This is an optimization exercise on Yosys and OpenROAD, whose aim is small area and a short achievable clock period, not a production implementation. RTL that was checked went through simulation tests only; none was proved equivalent to the original. No activity file was given, so power comes from the tool's default toggle rates.

==> inputs of trial 5 <==
## mac_pipe_real
module mac_pipe_real
#(
  parameter int N_CH       = 4,
  parameter int PIPE_DEPTH = 2,
  parameter int a_width    = 16,
  parameter int a_exponent = -8,
  parameter int b_width    = 16,
  parameter int b_exponent = -8,
  parameter int c_width    = 24,
  parameter int c_exponent = -12
) (
  input  logic                      clk,
  input  logic                      rst,
  input  logic                      cke,
  input  logic                      mode,
  input  logic                      clr,
  input  logic                      in_valid,
  input  logic [N_CH*a_width-1:0]   a,
  input  logic [N_CH*b_width-1:0]   b,
  output logic                      out_valid,
  output logic [N_CH*c_width-1:0]   c,
  output logic [N_CH-1:0]           sat
);
clock: 10.0 ns
lec_check: 0
abc_area: 1
cap_margin: 20
core_margin: 2
core_utilization: 40
slew_margin: 20
tns_end_percent: 20
standard.sh (not shown) runs the stock make flow with config.mk's settings and CLKGATE_MAP_FILE= SYNTH_SCRIPT=/design/flow/synth_recipe.tcl, a recipe that flattens the netlist after the stock synthesis.
==> flow/flow/run.sh <==
#!/bin/bash
set -e
export SETUP_SLACK_MARGIN=5.3
export BUFFER_PORTS_ARGS="-buffer_cell sky130_fd_sc_hd__buf_4"
R=orfs/results/sky130hd/mac_pipe_real/base
bash standard.sh synth > synth.log 2>&1
python3 flow/polarity.py $R/1_2_yosys.v > polarity.log 2>&1
rm -f $R/1_synth.odb $R/1_synth.sdc
bash standard.sh finish > standard.log 2>&1
==> flow/flow/polarity.py <==
#!/usr/bin/env python3
"""Remove inverters around full-adder cells in a mapped sky130 netlist.

A full adder is self-dual: FA(~a, ~b, ~c) = (~sum, ~cout). Synthesis often leaves
inverters between full adders (and between flip-flops, full adders and half adders);
this script chooses, for every full adder, whether it computes the true or the
complemented function so as to need as few inverters as possible, then rebuilds the
inverters: at most one per signal, only where a consumer needs the other polarity.
Only combinational inverter cells and full adders are touched; flip-flops are not.
Usage: polarity.py NETLIST.v   (rewrites the file in place, prints a summary)
"""
import re
import sys

path = sys.argv[1]
txt = open(path).read()

mstart = txt.index('module ')
hdr_end = txt.index(';', mstart) + 1
body_end = txt.rindex('endmodule')
header = txt[:hdr_end]
body = txt[hdr_end:body_end]
tail = txt[body_end:]

# split body into statements
stmts = []
for m in re.finditer(r'[^;]*;', body, re.S):
    stmts.append(m.group(0))

cell_re = re.compile(r'^\s*(sky130_fd_sc_hd__\w+)\s+(\S+)\s*\((.*)\)\s*;\s*$', re.S)
pin_re = re.compile(r'\.(\w+)\s*\(\s*([^()]*?)\s*\)')

OUTPINS = {'X', 'Y', 'Q', 'Q_N', 'SUM', 'COUT', 'HI', 'LO'}
cells = []   # dict(type,name,pins(list of (pin,net)), idx)
others = []  # (idx, text)
special_nets = set()   # nets appearing in assigns or ports
for i, s in enumerate(stmts):
    m = cell_re.match(s)
    if m:
        pins = pin_re.findall(m.group(3))
        cells.append({'type': m.group(1), 'name': m.group(2), 'pins': [(p, n.strip()) for p, n in pins], 'idx': i})
    else:
        others.append((i, s))
        st = s.strip()
        if st.startswith('assign'):
            for n in re.findall(r'[\\\w\[\]\.$]+', st[len('assign'):]):
                special_nets.add(n)
        if re.match(r'^\s*(input|output|inout)\b', s):
            decl = re.sub(r'^\s*(input|output|inout)\s*(\[[^\]]*\])?', '', s).strip().rstrip(';')
            for n in decl.split(','):
                special_nets.add(n.strip())

def base_name(n):
    return re.sub(r'\[\d+\]$', '', n)

def is_special(n):
    return n in special_nets or base_name(n) in special_nets

def is_inv(c):
    return re.match(r'sky130_fd_sc_hd__(inv|clkinv)_\d+$', c['type']) is not None

def is_fa(c):
    return re.match(r'sky130_fd_sc_hd__fa_\d+$', c['type']) is not None

# drivers
driver = {}
for c in cells:
    for p, n in c['pins']:
        if p in OUTPINS:
            driver[n] = c

# managed inverters: plain inverter whose output net is not special
inv_out = {}
for c in cells:
    if is_inv(c):
        d = dict(c['pins'])
        if not is_special(d['Y']):
            c['managed'] = True
            inv_out[d['Y']] = d['A']

def drive(t):
    return int(re.search(r'_(\d+)$', t).group(1))

def resolve(n):
    """net -> (base net, parity) through managed inverters"""
    par = 0
    seen = 0
    while n in inv_out and seen < 100:
        n = inv_out[n]
        par ^= 1
        seen += 1
    return n, par

# strongest inverter cell that inverted each base net, reused when rebuilding
inv_type = {}
for c in cells:
    if c.get('managed'):
        b, _ = resolve(dict(c['pins'])['A'])
        t = c['type']
        if b not in inv_type or drive(t) > drive(inv_type[b]):
            inv_type[b] = t

fas = [c for c in cells if is_fa(c)]
fa_of_out = {}
for k, c in enumerate(fas):
    c['k'] = k
    for p, n in c['pins']:
        if p in ('SUM', 'COUT'):
            fa_of_out[n] = k

# consumers per base net: list of (cell, pin, parity, fa index or None)
cons = {}
for c in cells:
    if c.get('managed'):
        continue
    for p, n in c['pins']:
        if p in OUTPINS:
            continue
        if n.startswith("1'b") or n == '':
            continue
        b, par = resolve(n)
        cons.setdefault(b, []).append((c, p, par, c['k'] if is_fa(c) else None))
# special nets driven by managed inverter? excluded by construction. Special nets read
# through assigns: treat as fixed consumers of polarity 0 of their own net.
for n in list(special_nets):
    pass

flip = [0] * len(fas)

def group_cost(b):
    src = flip[fa_of_out[b]] if b in fa_of_out else 0
    need = set()
    for c, p, par, k in cons.get(b, []):
        q = par ^ (flip[k] if k is not None else 0)
        need.add(q)
    # special nets that are base nets themselves need their true value on the net
    if is_special(b):
        need.add(0)
    return 1 if (need - {src}) else 0

def fa_groups(k):
    c = fas[k]
    gs = set()
    for p, n in c['pins']:
        if p in ('SUM', 'COUT'):
            gs.add(n)
        else:
            if n.startswith("1'b"):
                continue
            gs.add(resolve(n)[0])
    return gs

groups_of = [fa_groups(k) for k in range(len(fas))]
before = sum(group_cost(b) for b in cons)
n_inv_before = sum(1 for c in cells if c.get('managed'))
changed = True
it = 0
while changed and it < 50:
    changed = False
    it += 1
    for k in range(len(fas)):
        gs = groups_of[k]
        c0 = sum(group_cost(b) for b in gs)
        flip[k] ^= 1
        c1 = sum(group_cost(b) for b in gs)
        if c1 < c0:
            changed = True
        else:
            flip[k] ^= 1
after = sum(group_cost(b) for b in cons)

# rebuild
new_inv = {}
inv_fanout = {}
new_stmts = []
cnt = 0
def inv_net(b):
    global cnt
    if b not in new_inv:
        cnt += 1
        nn = f"polinv_n{cnt}"
        new_inv[b] = (nn, f"polinv_i{cnt}")
    return new_inv[b][0]

for b, lst in cons.items():
    src = flip[fa_of_out[b]] if b in fa_of_out else 0
    for c, p, par, k in lst:
        q = par ^ (flip[k] if k is not None else 0)
        net = b if q == src else inv_net(b)
        if net != b:
            inv_fanout[b] = inv_fanout.get(b, 0) + 1
        c.setdefault('newpins', {})[p] = net
    if is_special(b) and src != 0:
        raise SystemExit(f"special net {b} would be complemented")

def esc(n):
    return n + " " if n.startswith("\\") else n

out_body = []
for i, s in enumerate(stmts):
    out_body.append(None)
for i, s in others:
    out_body[i] = s
for c in cells:
    if c.get('managed'):
        out_body[c['idx']] = ''
        continue
    np = c.get('newpins', {})
    pins = ",\n".join(f"    .{p}({esc(np.get(p, n))})" for p, n in c['pins'])
    out_body[c['idx']] = f"\n  {c['type']} {c['name']} (\n{pins}\n  );"
extra = []
for b, (nn, iname) in new_inv.items():
    extra.append(f"\n  wire {nn};")
for b, (nn, iname) in new_inv.items():
    t = inv_type.get(b, "sky130_fd_sc_hd__inv_1")
    fo = inv_fanout.get(b, 1)
    want = 1 if fo <= 4 else (2 if fo <= 10 else 4)
    if drive(t) < want:
        t = f"sky130_fd_sc_hd__inv_{want}"
    extra.append(f"\n  {t} {iname} (\n    .A({esc(b)}),\n    .Y({nn})\n  );")
# wire declarations go first: insert extra wires right after header, cells at the end
res = header + "".join(extra[:len(new_inv)]) + "".join(x for x in out_body if x) + "".join(extra[len(new_inv):]) + "\n" + tail
open(path, 'w').write(res)
print(f"full adders {len(fas)}, flipped {sum(flip)}; inverters {n_inv_before} -> {len(new_inv)} (model {before} -> {after})")
==> trial 80: changes against trial 5 <==
--- a/flow/design.v
+++ b/flow/design.v
@@ -786,23 +786,11 @@
   wire pg60 = pg40 | (pp40 & pg48);
   wire pg61 = pg49 | (pp49 & pg48);
   wire pg62 = pg50 | (pp50 & pg48);
   wire pg63 = pg51 | (pp51 & pg48);
   wire pg64 = pg52 | (pp52 & pg48);
-  wire pg65 = g0[2] | (p0[2] & g0[1]);
-  wire pp65 = p0[2] & p0[1];
-  wire pg66 = pg65 | (pp65 & g0[0]);
-  wire pg67 = g0[4] | (p0[4] & g0[3]);
-  wire pp67 = p0[4] & p0[3];
-  wire pg68 = pg67 | (pp67 & pg66);
-  wire pg69 = g0[8] | (p0[8] & g0[7]);
-  wire pp69 = p0[8] & p0[7];
-  wire pg70 = pg69 | (pp69 & pg31);
-  wire pg71 = g0[16] | (p0[16] & g0[15]);
-  wire pp71 = p0[16] & p0[15];
-  wire pg72 = pg71 | (pp71 & pg47);
-  wire [27:0] s = {(p0[27] ^ pg63), (p0[26] ^ pg62), (p0[25] ^ pg61), (p0[24] ^ pg60), (p0[23] ^ pg59), (p0[22] ^ pg58), (p0[21] ^ pg57), (p0[20] ^ pg56), (p0[19] ^ pg55), (p0[18] ^ pg54), (p0[17] ^ pg72), (p0[16] ^ pg48), (p0[15] ^ pg47), (p0[14] ^ pg46), (p0[13] ^ pg45), (p0[12] ^ pg44), (p0[11] ^ pg43), (p0[10] ^ pg42), (p0[9] ^ pg70), (p0[8] ^ pg32), (p0[7] ^ pg31), (p0[6] ^ pg30), (p0[5] ^ pg68), (p0[4] ^ pg16), (p0[3] ^ pg66), (p0[2] ^ pg1), (p0[1] ^ g0[0]), p0[0]};
+  wire [27:0] s = {(p0[27] ^ pg63), (p0[26] ^ pg62), (p0[25] ^ pg61), (p0[24] ^ pg60), (p0[23] ^ pg59), (p0[22] ^ pg58), (p0[21] ^ pg57), (p0[20] ^ pg56), (p0[19] ^ pg55), (p0[18] ^ pg54), (p0[17] ^ pg53), (p0[16] ^ pg48), (p0[15] ^ pg47), (p0[14] ^ pg46), (p0[13] ^ pg45), (p0[12] ^ pg44), (p0[11] ^ pg43), (p0[10] ^ pg42), (p0[9] ^ pg41), (p0[8] ^ pg32), (p0[7] ^ pg31), (p0[6] ^ pg30), (p0[5] ^ pg29), (p0[4] ^ pg16), (p0[3] ^ pg15), (p0[2] ^ pg1), (p0[1] ^ g0[0]), p0[0]};
   assign hit = ~(&s[27:23]) & (|s[27:23]);
   assign sgn = s[27];
   assign res = s[23:0];
 endmodule
 module mac_pipe_real
@@ -869,14 +857,13 @@
   logic [N_CH-1:0]    acc_hit;
   logic [N_CH-1:0]    acc_sgn;
   logic [c_width-1:0] lane_res [N_CH];
   logic [N_CH-1:0]    lane_hit;
   logic [N_CH-1:0]    lane_sgn;
-  logic               acc_vld;
   logic               add_acc;
   logic               upd_acc;
-  assign add_acc = s1_mode & ~s1_clr & acc_vld;
+  assign add_acc = s1_mode & ~s1_clr;
   assign upd_acc = s1_mode | s1_clr;
   for (genvar k = 0; k < N_CH; k++) begin : g_lane
     mac_acc_sat u_lane (
       .cs0     (s1_cs0[k]),
       .cs1     (s1_cs1[k]),
@@ -905,28 +892,29 @@
       c[k*c_width +: c_width] = c_hit[k] ? {c_sgn[k], {(c_width-1){~c_sgn[k]}}} : c_raw[k];
   end
   always_ff @(posedge clk) begin
     if (rst) begin
       out_valid <= 1'b0;
-      acc_vld   <= 1'b0;
+      acc_hit   <= '0;
+      acc_sgn   <= '0;
       sat       <= '0;
+      for (int k = 0; k < N_CH; k++) acc_raw[k] <= '0;
     end else if (cke) begin
       out_valid <= s1_vld;
-      if (s1_vld) begin
-        if (upd_acc) acc_vld <= 1'b1;
-        for (int k = 0; k < N_CH; k++) sat[k] <= (sat[k] & ~s1_clr) | lane_hit[k];
-      end else if (s1_clr) begin
-        acc_vld <= 1'b0;
-        sat     <= '0;
-      end
-    end
-  end
-  always_ff @(posedge clk) begin
-    if (cke && s1_vld && upd_acc) begin
       for (int k = 0; k < N_CH; k++) begin
-        acc_raw[k] <= lane_res[k];
-        acc_hit[k] <= lane_hit[k];
-        acc_sgn[k] <= lane_sgn[k];
+        if (s1_vld) begin
+          if (upd_acc) begin
+            acc_raw[k] <= lane_res[k];
+            acc_hit[k] <= lane_hit[k];
+            acc_sgn[k] <= lane_sgn[k];
+          end
+          sat[k] <= (sat[k] & ~s1_clr) | lane_hit[k];
+        end else if (s1_clr) begin
+          acc_raw[k] <= '0;
+          acc_hit[k] <= 1'b0;
+          acc_sgn[k] <= 1'b0;
+          sat[k]     <= 1'b0;
+        end
       end
     end
   end
 endmodule
==> flow/flow/run.sh (replaced) <==
#!/bin/bash
set -e
export SETUP_SLACK_MARGIN=6.0
export BUFFER_PORTS_ARGS="-buffer_cell sky130_fd_sc_hd__buf_4"
R=orfs/results/sky130hd/mac_pipe_real/base
bash standard.sh synth > synth.log 2>&1
python3 flow/polarity.py $R/1_2_yosys.v > polarity.log 2>&1
rm -f $R/1_synth.odb $R/1_synth.sdc
bash standard.sh finish > standard.log 2>&1
--- a/flow/flow/polarity.py
+++ b/flow/flow/polarity.py
@@ -76,31 +76,19 @@
         d = dict(c['pins'])
         if not is_special(d['Y']):
             c['managed'] = True
             inv_out[d['Y']] = d['A']
 
-def drive(t):
-    return int(re.search(r'_(\d+)$', t).group(1))
-
 def resolve(n):
     """net -> (base net, parity) through managed inverters"""
     par = 0
     seen = 0
     while n in inv_out and seen < 100:
         n = inv_out[n]
         par ^= 1
         seen += 1
     return n, par
-
-# strongest inverter cell that inverted each base net, reused when rebuilding
-inv_type = {}
-for c in cells:
-    if c.get('managed'):
-        b, _ = resolve(dict(c['pins'])['A'])
-        t = c['type']
-        if b not in inv_type or drive(t) > drive(inv_type[b]):
-            inv_type[b] = t
 
 fas = [c for c in cells if is_fa(c)]
 fa_of_out = {}
 for k, c in enumerate(fas):
     c['k'] = k
@@ -169,11 +157,10 @@
             flip[k] ^= 1
 after = sum(group_cost(b) for b in cons)
 
 # rebuild
 new_inv = {}
-inv_fanout = {}
 new_stmts = []
 cnt = 0
 def inv_net(b):
     global cnt
     if b not in new_inv:
@@ -185,12 +172,10 @@
 for b, lst in cons.items():
     src = flip[fa_of_out[b]] if b in fa_of_out else 0
     for c, p, par, k in lst:
         q = par ^ (flip[k] if k is not None else 0)
         net = b if q == src else inv_net(b)
-        if net != b:
-            inv_fanout[b] = inv_fanout.get(b, 0) + 1
         c.setdefault('newpins', {})[p] = net
     if is_special(b) and src != 0:
         raise SystemExit(f"special net {b} would be complemented")
 
 def esc(n):
@@ -210,15 +195,10 @@
     out_body[c['idx']] = f"\n  {c['type']} {c['name']} (\n{pins}\n  );"
 extra = []
 for b, (nn, iname) in new_inv.items():
     extra.append(f"\n  wire {nn};")
 for b, (nn, iname) in new_inv.items():
-    t = inv_type.get(b, "sky130_fd_sc_hd__inv_1")
-    fo = inv_fanout.get(b, 1)
-    want = 1 if fo <= 4 else (2 if fo <= 10 else 4)
-    if drive(t) < want:
-        t = f"sky130_fd_sc_hd__inv_{want}"
-    extra.append(f"\n  {t} {iname} (\n    .A({esc(b)}),\n    .Y({nn})\n  );")
+    extra.append(f"\n  sky130_fd_sc_hd__inv_1 {iname} (\n    .A({esc(b)}),\n    .Y({nn})\n  );")
 # wire declarations go first: insert extra wires right after header, cells at the end
 res = header + "".join(extra[:len(new_inv)]) + "".join(x for x in out_body if x) + "".join(extra[len(new_inv):]) + "\n" + tail
 open(path, 'w').write(res)
 print(f"full adders {len(fas)}, flipped {sum(flip)}; inverters {n_inv_before} -> {len(new_inv)} (model {before} -> {after})")
TNS_END_PERCENT = 5   (was 20)
==> build 20: changes against trial 5 <==
==> flow/flow/run.sh (replaced) <==
#!/bin/bash
set -e
export SETUP_SLACK_MARGIN=5.5
export BUFFER_PORTS_ARGS="-buffer_cell sky130_fd_sc_hd__buf_2"
R=orfs/results/sky130hd/mac_pipe_real/base
bash standard.sh synth > synth.log 2>&1
python3 flow/polarity.py $R/1_2_yosys.v > polarity.log 2>&1
rm -f $R/1_synth.odb $R/1_synth.sdc
bash standard.sh finish > standard.log 2>&1
--- a/flow/flow/polarity.py
+++ b/flow/flow/polarity.py
@@ -99,10 +99,41 @@
         t = c['type']
         if b not in inv_type or drive(t) > drive(inv_type[b]):
             inv_type[b] = t
 
 fas = [c for c in cells if is_fa(c)]
+# A cell with a complementary twin can trade places with it, so the signal it drives may
+# take the other polarity: it does when every reader wants the other polarity.
+# Cells with a complementary twin of the same inputs (the twin drives Y instead of X
+# or the other way round), and the drive strengths the library has of each.
+TWINS = [('xor2', 'xnor2', [1, 2, 4], [1, 2, 4]), ('nand2', 'and2', [1, 2, 4, 8], [1, 2, 4]),
+         ('nor2', 'or2', [1, 2, 4, 8], [1, 2, 4]), ('nand3', 'and3', [1, 2, 4], [1, 2, 4]),
+         ('nor3', 'or3', [1, 2, 4], [1, 2, 4]), ('o21ai', 'o21a', [0, 1, 2, 4], [1, 2, 4]),
+         ('a21oi', 'a21o', [1, 2, 4], [1, 2, 4]), ('o22ai', 'o22a', [1, 2, 4], [1, 2, 4]),
+         ('a22oi', 'a22o', [1, 2, 4], [1, 2, 4]), ('nand2b', 'and2b', [1, 2, 4], [1, 2, 4]),
+         ('nor2b', 'or2b', [1, 2, 4], [1, 2, 4]), ('o21bai', 'o21ba', [1, 2, 4], [1, 2, 4]),
+         ('a21boi', 'a21bo', [0, 1, 2, 4], [1, 2, 4]), ('a211oi', 'a211o', [1, 2, 4], [1, 2, 4]),
+         ('o211ai', 'o211a', [1, 2, 4], [1, 2, 4]), ('a31oi', 'a31o', [1, 2, 4], [1, 2, 4]),
+         ('o31ai', 'o31a', [1, 2, 4], [1, 2, 4])]
+TWIN = {}
+for x, y, sx, sy in TWINS:
+    TWIN[x] = (y, sy)
+    TWIN[y] = (x, sx)
+XSWAP = {}
+for c in cells:
+    m = re.match(r'sky130_fd_sc_hd__(\w+?)_(\d+)$', c['type'])
+    if m and m.group(1) in TWIN:
+        other, strengths = TWIN[m.group(1)]
+        n = int(m.group(2))
+        up = [s for s in strengths if s >= n]
+        XSWAP[c['name']] = f"sky130_fd_sc_hd__{other}_{up[0] if up else strengths[-1]}"
+free_src = {}
+for c in cells:
+    if c['name'] in XSWAP:
+        for p, n in c['pins']:
+            if p in OUTPINS and not is_special(n):
+                free_src[n] = c
 fa_of_out = {}
 for k, c in enumerate(fas):
     c['k'] = k
     for p, n in c['pins']:
         if p in ('SUM', 'COUT'):
@@ -125,20 +156,30 @@
 for n in list(special_nets):
     pass
 
 flip = [0] * len(fas)
 
-def group_cost(b):
-    src = flip[fa_of_out[b]] if b in fa_of_out else 0
+def group_need(b):
     need = set()
     for c, p, par, k in cons.get(b, []):
         q = par ^ (flip[k] if k is not None else 0)
         need.add(q)
     # special nets that are base nets themselves need their true value on the net
     if is_special(b):
         need.add(0)
-    return 1 if (need - {src}) else 0
+    return need
+
+def group_src(b):
+    if b in fa_of_out:
+        return flip[fa_of_out[b]]
+    if b in free_src:
+        need = group_need(b)
+        return 1 if need == {1} else 0
+    return 0
+
+def group_cost(b):
+    return 1 if (group_need(b) - {group_src(b)}) else 0
 
 def fa_groups(k):
     c = fas[k]
     gs = set()
     for p, n in c['pins']:
@@ -180,12 +221,19 @@
         cnt += 1
         nn = f"polinv_n{cnt}"
         new_inv[b] = (nn, f"polinv_i{cnt}")
     return new_inv[b][0]
 
+swapped = 0
 for b, lst in cons.items():
-    src = flip[fa_of_out[b]] if b in fa_of_out else 0
+    src = group_src(b)
+    if b in free_src and src == 1:
+        xc = free_src[b]
+        xc['type'] = XSWAP[xc['name']]
+        # xor2 drives X, xnor2 drives Y
+        xc['pins'] = [({'X': 'Y', 'Y': 'X'}.get(p, p), n) for p, n in xc['pins']]
+        swapped += 1
     for c, p, par, k in lst:
         q = par ^ (flip[k] if k is not None else 0)
         net = b if q == src else inv_net(b)
         if net != b:
             inv_fanout[b] = inv_fanout.get(b, 0) + 1
@@ -219,6 +267,6 @@
         t = f"sky130_fd_sc_hd__inv_{want}"
     extra.append(f"\n  {t} {iname} (\n    .A({esc(b)}),\n    .Y({nn})\n  );")
 # wire declarations go first: insert extra wires right after header, cells at the end
 res = header + "".join(extra[:len(new_inv)]) + "".join(x for x in out_body if x) + "".join(extra[len(new_inv):]) + "\n" + tail
 open(path, 'w').write(res)
-print(f"full adders {len(fas)}, flipped {sum(flip)}; inverters {n_inv_before} -> {len(new_inv)} (model {before} -> {after})")
+print(f"xor/xnor swapped {swapped}; full adders {len(fas)}, flipped {sum(flip)}; inverters {n_inv_before} -> {len(new_inv)} (model {before} -> {after})")
ABC_AREA = 0   (was 1)
==> summary.txt <==
Between build 20 and trial 80, the lower via count is in trial 80 (gap about 32%, measured against trial 80). Against build 20, the critical path depth of trial 80 is lower by 1. Of trial 5 and build 20, trial 5 has the higher combinational power (gap 4.4%, measured against build 20). Register-to-register slack: build 20 < trial 5 < trial 80. The highest synthesized cell count belongs to build 20, the lowest to trial 5.
==> figures <==
Outcome: build 20 no timing/DRC/antenna violations; trial 5 no timing/DRC/antenna violations; trial 80 no timing/DRC/antenna violations
Share of total power in the clock network: build 20 14.7%; trial 5 13.6%; trial 80 13.5%
Layout buffering overhead excluding clock cells: build 20 10.1%; trial 5 5.31%; trial 80 12.0%
Post-layout utilization of the core: build 20 47.6%; trial 5 46.4%; trial 80 52.7%
Worst r2r path cells: build 20 19; trial 5 24; trial 80 26
Syn Nets: build 20 6587; trial 5 4902; trial 80 5308
Sw power: build 20 0.00575 W; trial 5 0.00610 W; trial 80 0.00674 W
Areal power density over the cells: build 20 232 nW/µm²; trial 5 299 nW/µm²; trial 80 282 nW/µm²
Via count of the first global-routing pass: build 20 41869; trial 5 30624; trial 80 34231
Per-instance average area after synthesis: build 20 8.82 µm²; trial 5 10.1 µm²; trial 80 9.36 µm²
Capture instance of the worst register-to-register path: build 20 sat[0]$_SDFFE_PP0P_; trial 5 c_hit[0]$_DFFE_PP_; trial 80 acc_hit[0]$_SDFFE_PP0P_
Repair and plain buffers: build 20 555; trial 5 319; trial 80 700
Function not checked in trial 80: the RTL went through the layout flow alone.

afterwards: timing with drivers on the ports:
The flow's constraints put no driver on any port. The routed layouts listed below were extracted and timed again, unchanged, in two steps.
Step 1 (the two cells are an assumption about what drives the block):
set clk [get_ports {clk}]
set_driving_cell -lib_cell sky130_fd_sc_hd__clkbuf_16 $clk
set_driving_cell -lib_cell sky130_fd_sc_hd__buf_2 [delete_from_list [all_inputs] $clk]
Step 2 moves the port delays by t, midway between the first and last clock arrival at a register: inputs arrive t later, outputs are due t later. That takes back most of the time a late clock gives input paths.
Three values: no drivers, after step 1, after step 2; two values: the first two.
| run | t, ns | slack for setup (ns) | worst slew at a driven data input, ns |
|---|---|---|---|
| trial 5 | 0.693 | 5.259 / 5.297 / 4.605 | 0.07 |
| trial 80 | 0.702 | 5.526 / 5.491 / 4.789 | 0.18 |
| build 20 | 0.681 | 5.328 / 5.340 / 4.658 | 0.24 |
After both steps every run listed still meets setup and hold. For trial 80, which loses most, drivers alone change the setup slack by -0.035 ns; drivers and shift together by -0.737 ns.
